From an optimization exercise on the open Yosys and OpenROAD flow, aimed at small area, a short achievable clock period and few clock cycles per item; shortcuts taken in it are not production practice. RTL that was checked went through simulation tests only; none was proved equivalent to the original. For run 2, only the layout was checked, not whether the RTL still works.

==> flow/design.v (outline; a module is shown in full before it is edited, if it fits) <==
// module stage_reg: 32 lines
// module pipe_control: 31 lines
// module mul_csa: 1816 lines
// module div_unit: 85 lines
// module hilo_regs: 24 lines
// module muldiv_top: 107 lines
module muldiv_top (
    input  logic                   clk,
    input  logic                   arst_n_i,
    input  logic                   op_valid_i,
    input  muldiv_pkg::muldiv_op_e op_i,
    input  muldiv_pkg::word_t      opnd_a_i,
    input  muldiv_pkg::word_t      opnd_b_i,
    output logic                   stall_o,
    output logic                   rd_valid_o,
    output muldiv_pkg::word_t      rd_data_o,
    output muldiv_pkg::word_t      hi_o,
    output muldiv_pkg::word_t      lo_o
);
  // ...
==> flow/run.sh <==
#!/bin/bash
# synth_recipe.tcl (not shown) runs the flow's synth.tcl, then flattens the netlist and writes it again
# the make line also repeats each setting of config.mk as NAME=value (left out here)
make -C /OpenROAD-flow-scripts/flow DESIGN_CONFIG=/design/flow/config.mk WORK_HOME=/design/flow/orfs CLKGATE_MAP_FILE= SYNTH_SCRIPT=/design/flow/synth_recipe.tcl finish
==> flow/config.mk <==
export PLATFORM = sky130hd
export DESIGN_NAME = muldiv_top
export DESIGN_NICKNAME = muldiv_top
export VERILOG_FILES = /design/flow/design.v
export SDC_FILE = /design/flow/constraint.sdc
export NUM_CORES = 4
export LEC_CHECK = 0
export ABC_AREA = 1
export CAP_MARGIN = 20
export CORE_MARGIN = 2
export CORE_UTILIZATION = 40
export SETUP_SLACK_MARGIN = 4.5
export SLEW_MARGIN = 20
==> flow/constraint.sdc <==
create_clock -name core_clock -period 10.0 [get_ports {clk}]
set_input_delay 2.0000 -clock core_clock [delete_from_list [all_inputs] [get_ports {clk}]]
set_output_delay 2.0000 -clock core_clock [all_outputs]
set_load 0.01 [all_outputs]
==> run notes, run 1 <==
multi-input combinational area share=a little over three fifths; routing usage on met1=approximately 43%; slew margin rel.=29.32%; Critical Path End Type=flop; Worst Hold Class=flop to flop; GRT overflow=0; routed vias=around 43k; FFs & Latches=between 300 and 400; Setup WS pre-CTS=around 2400 ps; ANT cells=3; DPL Wire Length=about 130000 microns; Synth Area in XOR/XNOR=approximately 14%; final-layout clock-cell area share=under 10%; Repair and plain buffers=roughly 400; biggest regs=p1_s (64), p1_c (63), u_div.dvs_q (33); clock buffer count=slightly above 60; H-tree depth=2; worst hold endpoint=u_ctrl.c_mthi_o; first-pass GRT wire length=277300 microns; post-route core utilization=a little under half; top post-synthesis cells by count=inv_1, nand2_1, xor2_1, o22ai_1, fa_1; flop2flop setup slack=4580 ps; clock tree root driver cell=clkbuf_16; Worst Max-Slew Pin Slew=between 1000 and 1500 ps; # rows=around 120; register area=around 8500 sq um; hold path startpoint=u_issue.dec_o[3]; TritonCTS clock tree=done; I/O Buffers=around 170; CTS Sinks=373; TAP cells=1488; outcome=no timing/DRC/antenna violations; die height=between 300 and 400 microns; Unique masters post-synth=64; DR DRC count=0; Async SR Flop Fraction=about a fifth; crit-path max cell delay=roughly 580 ps
Testbench counts, summed over its fixed seeds: cycles 6,856, items 4,800.
==> module stage_reg, before the edit <==
module stage_reg (
    input  logic                clk,
    input  logic                arst_n_i,
    input  logic                hold_i,
    input  logic                valid_i,
    input  logic [3:0]          op_i,
    input  muldiv_pkg::word_t   a_i,
    input  muldiv_pkg::word_t   b_i,
    output muldiv_pkg::dec_t    dec_o,
    output muldiv_pkg::word_t   a_o,
    output muldiv_pkg::word_t   b_o
);
    always_ff @(posedge clk or negedge arst_n_i) begin
        if (!arst_n_i) begin
            dec_o <= '0;
        end else if (!hold_i) begin
            dec_o.mul  <= valid_i && ((op_i == muldiv_pkg::OP_MULT) || (op_i == muldiv_pkg::OP_MULTU));
            dec_o.sgn  <= valid_i && ((op_i == muldiv_pkg::OP_MULT) || (op_i == muldiv_pkg::OP_DIV));
            dec_o.div  <= valid_i && ((op_i == muldiv_pkg::OP_DIV) || (op_i == muldiv_pkg::OP_DIVU));
            dec_o.mthi <= valid_i && (op_i == muldiv_pkg::OP_MTHI);
            dec_o.mtlo <= valid_i && (op_i == muldiv_pkg::OP_MTLO);
            dec_o.mfhi <= valid_i && (op_i == muldiv_pkg::OP_MFHI);
            dec_o.mflo <= valid_i && (op_i == muldiv_pkg::OP_MFLO);
        end
    end
    always_ff @(posedge clk) begin
        if (!hold_i) begin
            a_o <= a_i;
            b_o <= b_i;
        end
    end
endmodule
==> module div_unit, before the edit <==
module div_unit (
    input  logic              clk,
    input  logic              arst_n_i,
    input  logic              start_i,       
    input  logic              signed_i,
    input  muldiv_pkg::word_t a_i,
    input  muldiv_pkg::word_t b_i,
    output logic              quick_o,       
    output logic              busy_o,        
    output logic              done_o,        
    output muldiv_pkg::word_t hi_o,          
    output muldiv_pkg::word_t lo_o           
);
    function automatic logic [5:0] lzc32(input logic [31:0] x);
        lzc32 = 6'd32;
        for (int i = 0; i < 32; i++) begin
            if (x[i]) lzc32 = 6'(31 - i);
        end
    endfunction
    logic              a_neg;
    logic              b_neg;
    logic [31:0]       a_mag;
    logic [31:0]       b_mag;
    logic [5:0]        za;
    logic [5:0]        zb;
    logic [4:0]        n;
    logic [4:0]        sh;
    logic              b_zero;
    logic [31:0]       rem_q;
    logic [32:0]       dvs_q;
    logic [31:0]       quo_q;
    logic [3:0]        cnt_q;
    logic              neg_q_q;
    logic              neg_r_q;
    logic [33:0]       diff1;
    logic [31:0]       rem1;
    logic [32:0]       dvs1;
    logic [33:0]       diff2;
    logic [31:0]       rem2;
    assign a_neg  = signed_i & a_i[31];
    assign b_neg  = signed_i & b_i[31];
    assign a_mag  = a_neg ? -a_i : a_i;
    assign b_mag  = b_neg ? -b_i : b_i;
    assign za     = lzc32(a_mag);
    assign zb     = lzc32(b_mag);
    assign b_zero = (b_i == '0);
    assign quick_o = b_zero | (zb < za);
    assign n      = 5'(zb - za);
    assign sh     = n | 5'd1;
    assign diff1 = {2'b00, rem_q} - {1'b0, dvs_q};
    assign rem1  = diff1[33] ? rem_q : diff1[31:0];
    assign dvs1  = dvs_q >> 1;
    assign diff2 = {2'b00, rem1} - {1'b0, dvs1};
    assign rem2  = diff2[33] ? rem1 : diff2[31:0];
    always_ff @(posedge clk or negedge arst_n_i) begin
        if (!arst_n_i) begin
            busy_o <= 1'b0;
            done_o <= 1'b0;
        end else begin
            done_o <= busy_o && (cnt_q == '0);
            if (busy_o) begin
                busy_o <= (cnt_q != '0);
            end else begin
                busy_o <= start_i;
            end
        end
    end
    always_ff @(posedge clk) begin
        if (busy_o) begin
            rem_q <= rem2;
            dvs_q <= dvs_q >> 2;
            quo_q <= {quo_q[29:0], ~diff1[33], ~diff2[33]};
            cnt_q <= cnt_q - 1'b1;
        end else begin
            rem_q   <= a_mag;
            dvs_q   <= {1'b0, b_mag} << sh;
            quo_q   <= {32{b_zero}};
            cnt_q   <= 4'(n >> 1);
            neg_q_q <= signed_i & (a_i[31] ^ b_i[31]) & ~b_zero;
            neg_r_q <= a_neg;
        end
    end
    assign hi_o = neg_r_q ? -rem_q : rem_q;
    assign lo_o = neg_q_q ? -quo_q : quo_q;
endmodule
==> module muldiv_top, before the edit <==
module muldiv_top (
    input  logic                   clk,
    input  logic                   arst_n_i,
    input  logic                   op_valid_i,
    input  muldiv_pkg::muldiv_op_e op_i,
    input  muldiv_pkg::word_t      opnd_a_i,
    input  muldiv_pkg::word_t      opnd_b_i,
    output logic                   stall_o,
    output logic                   rd_valid_o,
    output muldiv_pkg::word_t      rd_data_o,
    output muldiv_pkg::word_t      hi_o,
    output muldiv_pkg::word_t      lo_o
);
    muldiv_pkg::dec_t   ir_dec;
    muldiv_pkg::word_t  ir_a;
    muldiv_pkg::word_t  ir_b;
    logic [63:0]        csa_s;
    logic [63:0]        csa_c;
    logic [63:0]        p1_s;
    logic [63:0]        p1_c;
    logic [63:0]        prod;
    logic               div_quick;
    logic               div_busy;
    logic               div_done;
    muldiv_pkg::word_t  div_hi;
    muldiv_pkg::word_t  div_lo;
    logic               c_mul;
    logic               c_mthi;
    logic               c_mtlo;
    logic               c_div;
    logic               c_rdhi;
    logic               c_rdlo;
    logic               we_hi;
    logic               we_lo;
    muldiv_pkg::word_t  hi_d;
    muldiv_pkg::word_t  lo_d;
    muldiv_pkg::word_t  hi_q;
    muldiv_pkg::word_t  lo_q;
    assign stall_o = div_busy;
    stage_reg u_issue (
        .clk      (clk),
        .arst_n_i (arst_n_i),
        .hold_i   (div_busy),
        .valid_i  (op_valid_i),
        .op_i     (op_i),
        .a_i      (opnd_a_i),
        .b_i      (opnd_b_i),
        .dec_o    (ir_dec),
        .a_o      (ir_a),
        .b_o      (ir_b)
    );
    mul_csa u_mul (
        .a_i     ({ir_dec.sgn & ir_a[31], ir_a}),
        .b_i     ({ir_dec.sgn & ir_b[31], ir_b}),
        .sum_o   (csa_s),
        .carry_o (csa_c)
    );
    always_ff @(posedge clk) begin
        p1_s <= csa_s;
        p1_c <= csa_c;
    end
    div_unit u_div (
        .clk      (clk),
        .arst_n_i (arst_n_i),
        .start_i  (ir_dec.div && !div_quick),
        .signed_i (ir_dec.sgn && ir_dec.div),
        .a_i      (ir_a),
        .b_i      (ir_b),
        .quick_o  (div_quick),
        .busy_o   (div_busy),
        .done_o   (div_done),
        .hi_o     (div_hi),
        .lo_o     (div_lo)
    );
    pipe_control u_ctrl (
        .clk         (clk),
        .arst_n_i    (arst_n_i),
        .stall_i     (div_busy),
        .dec_i       (ir_dec),
        .div_quick_i (div_quick),
        .c_mul_o     (c_mul),
        .c_mthi_o    (c_mthi),
        .c_mtlo_o    (c_mtlo),
        .c_div_o     (c_div),
        .c_rdhi_o    (c_rdhi),
        .c_rdlo_o    (c_rdlo)
    );
    assign prod  = p1_s + p1_c;
    assign we_hi = c_mul | c_mthi | c_div | div_done;
    assign we_lo = c_mul | c_mtlo | c_div | div_done;
    assign hi_d  = c_mul ? prod[63:32] : div_hi;
    assign lo_d  = c_mul ? prod[31:0] : (c_mtlo ? div_hi : div_lo);
    hilo_regs u_hilo (
        .clk      (clk),
        .arst_n_i (arst_n_i),
        .we_hi_i  (we_hi),
        .we_lo_i  (we_lo),
        .hi_i     (hi_d),
        .lo_i     (lo_d),
        .hi_o     (hi_q),
        .lo_o     (lo_q)
    );
    assign rd_valid_o = c_rdhi | c_rdlo;
    assign rd_data_o  = c_rdhi ? hi_q : lo_q;
    assign hi_o       = hi_q;
    assign lo_o       = lo_q;
endmodule
==> run 2: changes to the inputs <==
--- a/flow/design.v
+++ b/flow/design.v
@@ -9,17 +9,16 @@
         OP_DIVU  = 4'd4,
         OP_MTHI  = 4'd5,
         OP_MTLO  = 4'd6,
         OP_MFHI  = 4'd7,
         OP_MFLO  = 4'd8
     } muldiv_op_e;
     typedef struct packed {
         logic mul;     
-        logic sgn;     
         logic div;     
         logic mthi;
         logic mtlo;
         logic mfhi;
         logic mflo;
     } dec_t;
 endpackage
 `timescale 1ns/1ps
@@ -27,36 +26,61 @@
     input  logic                clk,
     input  logic                arst_n_i,
     input  logic                hold_i,
     input  logic                valid_i,
     input  logic [3:0]          op_i,
     input  muldiv_pkg::word_t   a_i,
     input  muldiv_pkg::word_t   b_i,
     output muldiv_pkg::dec_t    dec_o,
-    output muldiv_pkg::word_t   a_o,
-    output muldiv_pkg::word_t   b_o
+    output logic [32:0]         a_o,       
+    output logic [50:0]         b_o,       
+    output logic                a_neg_o,
+    output logic                b_neg_o
 );
+    logic        is_div;
+    logic        is_sdiv;
+    logic        is_smul;
+    logic        a_neg;
+    logic        b_neg;
+    logic [35:0] bx;
+    logic [16:0] one;
+    logic [16:0] two;
+    logic [16:0] neg;
+    assign is_div  = (op_i == muldiv_pkg::OP_DIV) || (op_i == muldiv_pkg::OP_DIVU);
+    assign is_sdiv = (op_i == muldiv_pkg::OP_DIV);
+    assign is_smul = (op_i == muldiv_pkg::OP_MULT);
+    assign a_neg   = is_sdiv && a_i[31];
+    assign b_neg   = is_sdiv && b_i[31];
+    assign bx = {{3{is_smul & b_i[31]}}, b_i, 1'b0};
+    always_comb begin
+        for (int i = 0; i < 17; i++) begin
+            one[i] = bx[2*i+1] ^ bx[2*i];
+            two[i] = (bx[2*i+2] & ~bx[2*i+1] & ~bx[2*i]) | (~bx[2*i+2] & bx[2*i+1] & bx[2*i]);
+            neg[i] = bx[2*i+2];
+        end
+    end
     always_ff @(posedge clk or negedge arst_n_i) begin
         if (!arst_n_i) begin
             dec_o <= '0;
         end else if (!hold_i) begin
             dec_o.mul  <= valid_i && ((op_i == muldiv_pkg::OP_MULT) || (op_i == muldiv_pkg::OP_MULTU));
-            dec_o.sgn  <= valid_i && ((op_i == muldiv_pkg::OP_MULT) || (op_i == muldiv_pkg::OP_DIV));
-            dec_o.div  <= valid_i && ((op_i == muldiv_pkg::OP_DIV) || (op_i == muldiv_pkg::OP_DIVU));
+            dec_o.div  <= valid_i && is_div;
             dec_o.mthi <= valid_i && (op_i == muldiv_pkg::OP_MTHI);
             dec_o.mtlo <= valid_i && (op_i == muldiv_pkg::OP_MTLO);
             dec_o.mfhi <= valid_i && (op_i == muldiv_pkg::OP_MFHI);
             dec_o.mflo <= valid_i && (op_i == muldiv_pkg::OP_MFLO);
         end
     end
     always_ff @(posedge clk) begin
         if (!hold_i) begin
-            a_o <= a_i;
-            b_o <= b_i;
+            a_o     <= {is_smul & a_i[31], a_neg ? -a_i : a_i};
+            b_o     <= is_div ? {19'd0, b_neg ? -b_i : b_i} : {neg, two, one};
+            a_neg_o <= a_neg;
+            b_neg_o <= b_neg;
         end
     end
 endmodule
 `timescale 1ns/1ps
 module pipe_control (
     input  logic             clk,
     input  logic             arst_n_i,
     input  logic             stall_i,
@@ -85,71 +109,73 @@
             c_rdhi_o <= !stall_i && dec_i.mfhi;
             c_rdlo_o <= !stall_i && dec_i.mflo;
         end
     end
 endmodule
 `timescale 1ns/1ps
 module mul_csa (
     input  logic [32:0] a_i,
-    input  logic [32:0] b_i,
+    input  logic [16:0] one_i,    
+    input  logic [16:0] two_i,    
+    input  logic [16:0] neg_i,    
     output logic [63:0] sum_o,
     output logic [63:0] carry_o
 );
-    wire bt0_one = b_i[0] ^ 1'b0;
-    wire bt0_two = (b_i[1] & ~b_i[0] & ~1'b0) | (~b_i[1] & b_i[0] & 1'b0);
-    wire bt0_neg = b_i[1];
-    wire bt1_one = b_i[2] ^ b_i[1];
-    wire bt1_two = (b_i[3] & ~b_i[2] & ~b_i[1]) | (~b_i[3] & b_i[2] & b_i[1]);
-    wire bt1_neg = b_i[3];
-    wire bt2_one = b_i[4] ^ b_i[3];
-    wire bt2_two = (b_i[5] & ~b_i[4] & ~b_i[3]) | (~b_i[5] & b_i[4] & b_i[3]);
-    wire bt2_neg = b_i[5];
-    wire bt3_one = b_i[6] ^ b_i[5];
-    wire bt3_two = (b_i[7] & ~b_i[6] & ~b_i[5]) | (~b_i[7] & b_i[6] & b_i[5]);
-    wire bt3_neg = b_i[7];
-    wire bt4_one = b_i[8] ^ b_i[7];
-    wire bt4_two = (b_i[9] & ~b_i[8] & ~b_i[7]) | (~b_i[9] & b_i[8] & b_i[7]);
-    wire bt4_neg = b_i[9];
-    wire bt5_one = b_i[10] ^ b_i[9];
-    wire bt5_two = (b_i[11] & ~b_i[10] & ~b_i[9]) | (~b_i[11] & b_i[10] & b_i[9]);
-    wire bt5_neg = b_i[11];
-    wire bt6_one = b_i[12] ^ b_i[11];
-    wire bt6_two = (b_i[13] & ~b_i[12] & ~b_i[11]) | (~b_i[13] & b_i[12] & b_i[11]);
-    wire bt6_neg = b_i[13];
-    wire bt7_one = b_i[14] ^ b_i[13];
-    wire bt7_two = (b_i[15] & ~b_i[14] & ~b_i[13]) | (~b_i[15] & b_i[14] & b_i[13]);
-    wire bt7_neg = b_i[15];
-    wire bt8_one = b_i[16] ^ b_i[15];
-    wire bt8_two = (b_i[17] & ~b_i[16] & ~b_i[15]) | (~b_i[17] & b_i[16] & b_i[15]);
-    wire bt8_neg = b_i[17];
-    wire bt9_one = b_i[18] ^ b_i[17];
-    wire bt9_two = (b_i[19] & ~b_i[18] & ~b_i[17]) | (~b_i[19] & b_i[18] & b_i[17]);
-    wire bt9_neg = b_i[19];
-    wire bt10_one = b_i[20] ^ b_i[19];
-    wire bt10_two = (b_i[21] & ~b_i[20] & ~b_i[19]) | (~b_i[21] & b_i[20] & b_i[19]);
-    wire bt10_neg = b_i[21];
-    wire bt11_one = b_i[22] ^ b_i[21];
-    wire bt11_two = (b_i[23] & ~b_i[22] & ~b_i[21]) | (~b_i[23] & b_i[22] & b_i[21]);
-    wire bt11_neg = b_i[23];
-    wire bt12_one = b_i[24] ^ b_i[23];
-    wire bt12_two = (b_i[25] & ~b_i[24] & ~b_i[23]) | (~b_i[25] & b_i[24] & b_i[23]);
-    wire bt12_neg = b_i[25];
-    wire bt13_one = b_i[26] ^ b_i[25];
-    wire bt13_two = (b_i[27] & ~b_i[26] & ~b_i[25]) | (~b_i[27] & b_i[26] & b_i[25]);
-    wire bt13_neg = b_i[27];
-    wire bt14_one = b_i[28] ^ b_i[27];
-    wire bt14_two = (b_i[29] & ~b_i[28] & ~b_i[27]) | (~b_i[29] & b_i[28] & b_i[27]);
-    wire bt14_neg = b_i[29];
-    wire bt15_one = b_i[30] ^ b_i[29];
-    wire bt15_two = (b_i[31] & ~b_i[30] & ~b_i[29]) | (~b_i[31] & b_i[30] & b_i[29]);
-    wire bt15_neg = b_i[31];
-    wire bt16_one = b_i[32] ^ b_i[31];
-    wire bt16_two = (b_i[32] & ~b_i[32] & ~b_i[31]) | (~b_i[32] & b_i[32] & b_i[31]);
-    wire bt16_neg = b_i[32];
+    wire bt0_one = one_i[0];
+    wire bt0_two = two_i[0];
+    wire bt0_neg = neg_i[0];
+    wire bt1_one = one_i[1];
+    wire bt1_two = two_i[1];
+    wire bt1_neg = neg_i[1];
+    wire bt2_one = one_i[2];
+    wire bt2_two = two_i[2];
+    wire bt2_neg = neg_i[2];
+    wire bt3_one = one_i[3];
+    wire bt3_two = two_i[3];
+    wire bt3_neg = neg_i[3];
+    wire bt4_one = one_i[4];
+    wire bt4_two = two_i[4];
+    wire bt4_neg = neg_i[4];
+    wire bt5_one = one_i[5];
+    wire bt5_two = two_i[5];
+    wire bt5_neg = neg_i[5];
+    wire bt6_one = one_i[6];
+    wire bt6_two = two_i[6];
+    wire bt6_neg = neg_i[6];
+    wire bt7_one = one_i[7];
+    wire bt7_two = two_i[7];
+    wire bt7_neg = neg_i[7];
+    wire bt8_one = one_i[8];
+    wire bt8_two = two_i[8];
+    wire bt8_neg = neg_i[8];
+    wire bt9_one = one_i[9];
+    wire bt9_two = two_i[9];
+    wire bt9_neg = neg_i[9];
+    wire bt10_one = one_i[10];
+    wire bt10_two = two_i[10];
+    wire bt10_neg = neg_i[10];
+    wire bt11_one = one_i[11];
+    wire bt11_two = two_i[11];
+    wire bt11_neg = neg_i[11];
+    wire bt12_one = one_i[12];
+    wire bt12_two = two_i[12];
+    wire bt12_neg = neg_i[12];
+    wire bt13_one = one_i[13];
+    wire bt13_two = two_i[13];
+    wire bt13_neg = neg_i[13];
+    wire bt14_one = one_i[14];
+    wire bt14_two = two_i[14];
+    wire bt14_neg = neg_i[14];
+    wire bt15_one = one_i[15];
+    wire bt15_two = two_i[15];
+    wire bt15_neg = neg_i[15];
+    wire bt16_one = one_i[16];
+    wire bt16_two = two_i[16];
+    wire bt16_neg = neg_i[16];
     wire pp0_0 = ((bt0_one & a_i[0]) | (bt0_two & 1'b0)) ^ bt0_neg;
     wire pp0_1 = ((bt0_one & a_i[1]) | (bt0_two & a_i[0])) ^ bt0_neg;
     wire pp0_2 = ((bt0_one & a_i[2]) | (bt0_two & a_i[1])) ^ bt0_neg;
     wire pp0_3 = ((bt0_one & a_i[3]) | (bt0_two & a_i[2])) ^ bt0_neg;
     wire pp0_4 = ((bt0_one & a_i[4]) | (bt0_two & a_i[3])) ^ bt0_neg;
     wire pp0_5 = ((bt0_one & a_i[5]) | (bt0_two & a_i[4])) ^ bt0_neg;
     wire pp0_6 = ((bt0_one & a_i[6]) | (bt0_two & a_i[5])) ^ bt0_neg;
     wire pp0_7 = ((bt0_one & a_i[7]) | (bt0_two & a_i[6])) ^ bt0_neg;
@@ -1904,17 +1930,18 @@
     assign sum_o[63] = s1053;
     assign carry_o[63] = c1052;
 endmodule
 `timescale 1ns/1ps
 module div_unit (
     input  logic              clk,
     input  logic              arst_n_i,
     input  logic              start_i,       
-    input  logic              signed_i,
+    input  logic              a_neg_i,       
+    input  logic              b_neg_i,
     input  muldiv_pkg::word_t a_i,
     input  muldiv_pkg::word_t b_i,
     output logic              quick_o,       
     output logic              busy_o,        
     output logic              done_o,        
     output muldiv_pkg::word_t hi_o,          
     output muldiv_pkg::word_t lo_o           
 );
@@ -1934,36 +1961,48 @@
     logic [4:0]        sh;
     logic              b_zero;
     logic [31:0]       rem_q;
     logic [32:0]       dvs_q;
     logic [31:0]       quo_q;
     logic [3:0]        cnt_q;
     logic              neg_q_q;
     logic              neg_r_q;
-    logic [33:0]       diff1;
-    logic [31:0]       rem1;
-    logic [32:0]       dvs1;
-    logic [33:0]       diff2;
+    logic [33:0]       e1;
+    logic [33:0]       e2;
+    logic [33:0]       e3;
+    logic [33:0]       t_x;
+    logic [33:0]       t_y;
+    logic [33:0]       t_z;
+    logic [33:0]       t_s;
+    logic [33:0]       t_c;
+    logic              q1;
+    logic              q2;
     logic [31:0]       rem2;
-    assign a_neg  = signed_i & a_i[31];
-    assign b_neg  = signed_i & b_i[31];
-    assign a_mag  = a_neg ? -a_i : a_i;
-    assign b_mag  = b_neg ? -b_i : b_i;
+    assign a_neg  = a_neg_i;
+    assign b_neg  = b_neg_i;
+    assign a_mag  = a_i;
+    assign b_mag  = b_i;
     assign za     = lzc32(a_mag);
     assign zb     = lzc32(b_mag);
     assign b_zero = (b_i == '0);
     assign quick_o = b_zero | (zb < za);
     assign n      = 5'(zb - za);
     assign sh     = n | 5'd1;
-    assign diff1 = {2'b00, rem_q} - {1'b0, dvs_q};
-    assign rem1  = diff1[33] ? rem_q : diff1[31:0];
-    assign dvs1  = dvs_q >> 1;
-    assign diff2 = {2'b00, rem1} - {1'b0, dvs1};
-    assign rem2  = diff2[33] ? rem1 : diff2[31:0];
+    assign e1  = {2'b00, rem_q} - {1'b0, dvs_q};
+    assign e2  = {2'b00, rem_q} - {2'b00, dvs_q[32:1]};
+    assign t_x = {2'b00, rem_q};
+    assign t_y = ~{1'b0, dvs_q};
+    assign t_z = ~{2'b00, dvs_q[32:1]};
+    assign t_s = t_x ^ t_y ^ t_z;
+    assign t_c = (t_x & t_y) | (t_x & t_z) | (t_y & t_z);
+    assign e3  = t_s - ~{t_c[32:0], 1'b1};
+    assign q1  = ~e1[33];
+    assign q2  = q1 ? ~e3[33] : ~e2[33];
+    assign rem2 = q1 ? (q2 ? e3[31:0] : e1[31:0]) : (q2 ? e2[31:0] : rem_q);
     always_ff @(posedge clk or negedge arst_n_i) begin
         if (!arst_n_i) begin
             busy_o <= 1'b0;
             done_o <= 1'b0;
         end else begin
             done_o <= busy_o && (cnt_q == '0);
             if (busy_o) begin
                 busy_o <= (cnt_q != '0);
@@ -1971,24 +2010,24 @@
                 busy_o <= start_i;
             end
         end
     end
     always_ff @(posedge clk) begin
         if (busy_o) begin
             rem_q <= rem2;
             dvs_q <= dvs_q >> 2;
-            quo_q <= {quo_q[29:0], ~diff1[33], ~diff2[33]};
+            quo_q <= {quo_q[29:0], q1, q2};
             cnt_q <= cnt_q - 1'b1;
         end else begin
             rem_q   <= a_mag;
             dvs_q   <= {1'b0, b_mag} << sh;
             quo_q   <= {32{b_zero}};
             cnt_q   <= 4'(n >> 1);
-            neg_q_q <= signed_i & (a_i[31] ^ b_i[31]) & ~b_zero;
+            neg_q_q <= (a_neg ^ b_neg) & ~b_zero;
             neg_r_q <= a_neg;
         end
     end
     assign hi_o = neg_r_q ? -rem_q : rem_q;
     assign lo_o = neg_q_q ? -quo_q : quo_q;
 endmodule
 `timescale 1ns/1ps
 module hilo_regs (
@@ -2025,18 +2064,20 @@
     input  muldiv_pkg::word_t      opnd_b_i,
     output logic                   stall_o,
     output logic                   rd_valid_o,
     output muldiv_pkg::word_t      rd_data_o,
     output muldiv_pkg::word_t      hi_o,
     output muldiv_pkg::word_t      lo_o
 );
     muldiv_pkg::dec_t   ir_dec;
-    muldiv_pkg::word_t  ir_a;
-    muldiv_pkg::word_t  ir_b;
+    logic [32:0]        ir_a;
+    logic [50:0]        ir_b;
+    logic               ir_a_neg;
+    logic               ir_b_neg;
     logic [63:0]        csa_s;
     logic [63:0]        csa_c;
     logic [63:0]        p1_s;
     logic [63:0]        p1_c;
     logic [63:0]        prod;
     logic               div_quick;
     logic               div_busy;
     logic               div_done;
@@ -2060,35 +2101,40 @@
         .arst_n_i (arst_n_i),
         .hold_i   (div_busy),
         .valid_i  (op_valid_i),
         .op_i     (op_i),
         .a_i      (opnd_a_i),
         .b_i      (opnd_b_i),
         .dec_o    (ir_dec),
         .a_o      (ir_a),
-        .b_o      (ir_b)
+        .b_o      (ir_b),
+        .a_neg_o  (ir_a_neg),
+        .b_neg_o  (ir_b_neg)
     );
     mul_csa u_mul (
-        .a_i     ({ir_dec.sgn & ir_a[31], ir_a}),
-        .b_i     ({ir_dec.sgn & ir_b[31], ir_b}),
+        .a_i     (ir_a),
+        .one_i   (ir_b[16:0]),
+        .two_i   (ir_b[33:17]),
+        .neg_i   (ir_b[50:34]),
         .sum_o   (csa_s),
         .carry_o (csa_c)
     );
     always_ff @(posedge clk) begin
         p1_s <= csa_s;
         p1_c <= csa_c;
     end
     div_unit u_div (
         .clk      (clk),
         .arst_n_i (arst_n_i),
         .start_i  (ir_dec.div && !div_quick),
-        .signed_i (ir_dec.sgn && ir_dec.div),
-        .a_i      (ir_a),
-        .b_i      (ir_b),
+        .a_neg_i  (ir_a_neg),
+        .b_neg_i  (ir_b_neg),
+        .a_i      (ir_a[31:0]),
+        .b_i      (ir_b[31:0]),
         .quick_o  (div_quick),
         .busy_o   (div_busy),
         .done_o   (div_done),
         .hi_o     (div_hi),
         .lo_o     (div_lo)
     );
     pipe_control u_ctrl (
         .clk         (clk),
==> flow/config.mk (replaced) <==
export PLATFORM = sky130hd
export DESIGN_NAME = muldiv_top
export DESIGN_NICKNAME = muldiv_top
export VERILOG_FILES = /design/flow/design.v
export SDC_FILE = /design/flow/constraint.sdc
export NUM_CORES = 4
export LEC_CHECK = 0
export ABC_AREA = 1
export CAP_MARGIN = 20
export CORE_MARGIN = 2
export CORE_UTILIZATION = 40
export SETUP_SLACK_MARGIN = 5
export SLEW_MARGIN = 20
==> run 2 against run 1 <==
Sequential cell count increased by 20; sequential share of layout area increased by 1.2 points; synthesized area increased by 7.4%; critical endpoint is now p1_s[37].
==> run notes, run 2 <==
GRT overflow=0 (unchanged); CP required=10480 ps (was 10520 ps); Clock Latency Late Sink=650 ps (was 690 ps); Top reg by flops=p1_s (unchanged); Main synth FF type=dfxtp_1 (unchanged); placed instance area=51100 sq um (was 47690 sq um); synthesized cell area=48020 sq um (was 44710 sq um); fill cell count=11.89k (was 10.85k); Reg-to-Reg Start=u_issue.b_o[26] (was u_issue.b_o[9]); Unique masters post-synth=68 (was 64); cell depth of the worst flop-to-flop path=12 (was 16); MaxCap Viol Count=0 (unchanged); top cell type's share of synthesized area=20.51% (was 20.55%); gr usage total=31.86% (was 32.20%); H-tree depth=2 (unchanged); synthesized net count=6751 (was 6359); Worst Max-Slew Pin Slew=1062 ps (was 1060 ps); Min Hold Slack=471.9 ps (was 478.8 ps); Die Wd=350.5 microns (was 338.3 microns); yosys synthesis warning count=5 (unchanged); Final GP Congestion=0.9990 (was 0.9962); die height=350.5 microns (was 338.3 microns); metal1 wirelength=78160 microns (was 75310 microns); sequential share of the synthesized area=19.68% (was 19.06%); Worst Hold Class=flop to flop (unchanged); clock tree root driver cell=clkbuf_16 (unchanged); DPL Wire Length=139500 microns (was 134900 microns); period utilization=50.18% (was 54.20%); syn avg cell area=8.080 sq um (was 7.963 sq um); largest net degree at the start of global routing=79 (was 71); CTS Sinks=393 (was 373); max FFs per register=64 (unchanged); worst r2r dst=p1_s[37] (was p1_s[40]); drt total wl=202000 microns (was 193000 microns); NumNets Final=6795 (was 6453); routed vias=45.39k (was 43.03k); ANT nets after route=0 (unchanged); TritonCTS clock tree=done (unchanged); WP data arrival=5500 ps (was 5940 ps); Die ar.=122800 sq um (was 114500 sq um); Syn Inst Count=5943 (was 5615); largest cells by area after synthesis=fa_1, xor2_1, dfxtp_1 (unchanged); Async SR Flop Fraction=19.85% (was 21.18%); hold path depth=2 (unchanged); Setup Skew=25.33 ps (was 64.95 ps); Final min period=5018 ps (was 5420 ps); top post-synthesis cells by count=inv_1, nand2_1, xor2_1, o22ai_1, fa_1 (unchanged); top layer used by detailed routing=met5 (unchanged); DR WL met2=83430 microns (was 82110 microns); number of buffers created by CTS=50 (was 46); Setup-failing EPs final=0 (unchanged); post-layout instance area=54150 sq um (was 52590 sq um); number of antenna violations at the first check in global routing=9 (was 5); DR WL/cell=26.41 microns (was 26.67 microns); first-pass GRT wire length=290700 microns (was 277300 microns); RSZ-0062 raised after global routing=no (unchanged); Highest Clock Rate=199.3 MHz (was 184.5 MHz); most common cell in the netlist=inv_1 (unchanged); slew margin rel.=29.20% (was 29.32%); Setup CP Type=flop to flop (unchanged); total iterations of the first detailed-routing run=8 (unchanged); commonest non-fill, non-tap cell in the layout=inv_1 (unchanged); Syn-to-layout area delta=12.76% (was 17.61%); # rows=127 (was 122); Max FO, Critical Path=33 (was 32); cell taking the most area after synthesis=fa_1 (unchanged); flops & latches, synth=393 (was 373); Clock transition at path regs=60 ps (about the same); Final TNS setup=0 ps (unchanged); met3 WL=26780 microns (was 23930 microns); worst hold endpoint=u_div.dvs_q[0] (was u_ctrl.c_mthi_o); commonest cells after routing, fill and taps aside=inv_1, nand2_1, xor2_1 (unchanged); outcome=no timing/DRC/antenna violations (unchanged); biggest regs=p1_s (64), p1_c (63), u_issue.b_o (50) (was p1_s (64), p1_c (63), u_div.dvs_q (33)); 1st-iter DRT viols=5663 (was 5483); CP Launch Point=u_issue.b_o[26] (was u_issue.b_o[9]); hold path startpoint=u_div.dvs_q[2] (was u_issue.dec_o[3]); I/O Pins=169 (unchanged); Critical Path End Type=flop (unchanged); EDFF count, synth=119 (was 66); vias in the first global route=44.63k (was 41.87k); final hold violation count=0 (unchanged); Via density=5.934 (was 5.944); Final Max Slew Viols=0 (unchanged); Critical Path Source Type=flop (unchanged); Longest Clk Path Bufs=3 (unchanged); I/O Buffers=168 (unchanged); ratio of cells with drive above 1 in the final layout=6.984% (was 11.10%); Initial Util=40.19% (was 40.35%); DR DRC count=0 (unchanged); Core ar.=119500 sq um (was 110800 sq um); flop2flop setup slack=4980 ps (was 4580 ps)
## run 2: cells by family after synthesis
| kind of cell | count (synthesis) | share of synthesized area [%] |
|---|---|---|
| AO/OA/AOI/OAI | 1460 | 17.82 |
| AND/OR/NAND/NOR | 1374 | 11.85 |
| buffers and inverters | 1199 | 9.505 |
| XOR/XNOR | 774 | 14.12 |
| adder cells (fa/ha/maj) | 737 | 26.89 |
| flip-flops | 393 | 19.68 |
| multiplexers | 6 | 0.1407 |
## run 2: area by class of cell
class                           instances  area, sq um  share of cell area [%]
Timing Repair inverter                  5        42.54                 0.07856
Multi-Input combinational cell       4351        34150                   63.06
Sequential cell                       393         9455                   17.46
Inverter                              833         3343                   6.174
Tap cell                             1612         2017                   3.725
Antenna cell                            8        20.02                 0.03697
Clock inverter                         33        329.1                  0.6077
Timing Repair Buffer                  353         3412                   6.301
Clock buffer                           60         1381                   2.551
## run 2: through the flow
step	utilization (%)	std cells	setup WS [ps]
2_1_floorplan	-	5943	5397
3_3_place_gp	42.76	7460	4306
3_5_place_dp	42.76	7460	4444
4_1_cts	44.36	7563	4930
5_1_grt	45.30	7643	4973
6_report	45.32	7648	4982
## run 2: critical path: stages (launching register included)
cell      delay (ps)
edfxtp_1         610
inv_1            120
buf_4            460
o22ai_1          190
xor2_1           190
fa_1             510
inv_1             50
fa_1             480
fa_1             580
fa_1             460
fa_1             550
inv_1             50
fa_1             550
## run 2: per-layer routing
layer | global-route usage (%) | vias up
li1 | - | 19800
met1 | 40.86 | 21800
met2 | 46.69 | 3030
met3 | 10.88 | 755
met4 | 17.81 | 4
met5 | 0.9027 | -
## run 2: how the worst max path moves through the flow
stage                      to  cells past startpoint
5_1_grt        u_div.rem_q[8]                     23
2_1_floorplan        p1_s[34]                     13
3_3_place_gp   u_div.dvs_q[2]                     43
4_1_cts        u_div.dvs_q[2]                     40
3_5_place_dp   u_div.dvs_q[2]                     43
6_report             p1_s[37]                     12
## run 2: what timing repair did
item | in CTS | in global routing
gates cloned | 1 | 12
buffers inserted | 9 | 64
hold buffers | 0 | 0
pin swaps | 0 | 12
resized for setup | 40 | 128
setup endpoints to repair | 97 | 134

-- port drivers added, routing unchanged --
The results above use ideal ports. As a check the final layouts listed here were re-extracted and re-timed, cells and wires unchanged. Step 1, drivers: a clkbuf_16 drives clk and a buf_2 each remaining input, both assumed. Step 2, shift: input delay + t, output delay - t, t = (earliest + latest rising clock arrival at the registers) / 2. This alone moves slack from input paths to output paths. Three values: no drivers, after step 1, after step 2; two values: the first two.
| run | t (ns) | slack for setup (ns) | worst data-port slew with drivers (ns) |
|---|---|---|---|
| run 1 | 0.722 | 4.580 / 4.580 / 4.580 | 0.05 |
| run 2 | 0.714 | 4.982 / 4.982 / 4.685 | 0.06 |
After both steps every run listed still meets setup and hold. The setup slack of run 2, which loses most, moves by 0.000 ns with the drivers and by -0.297 ns with both steps.
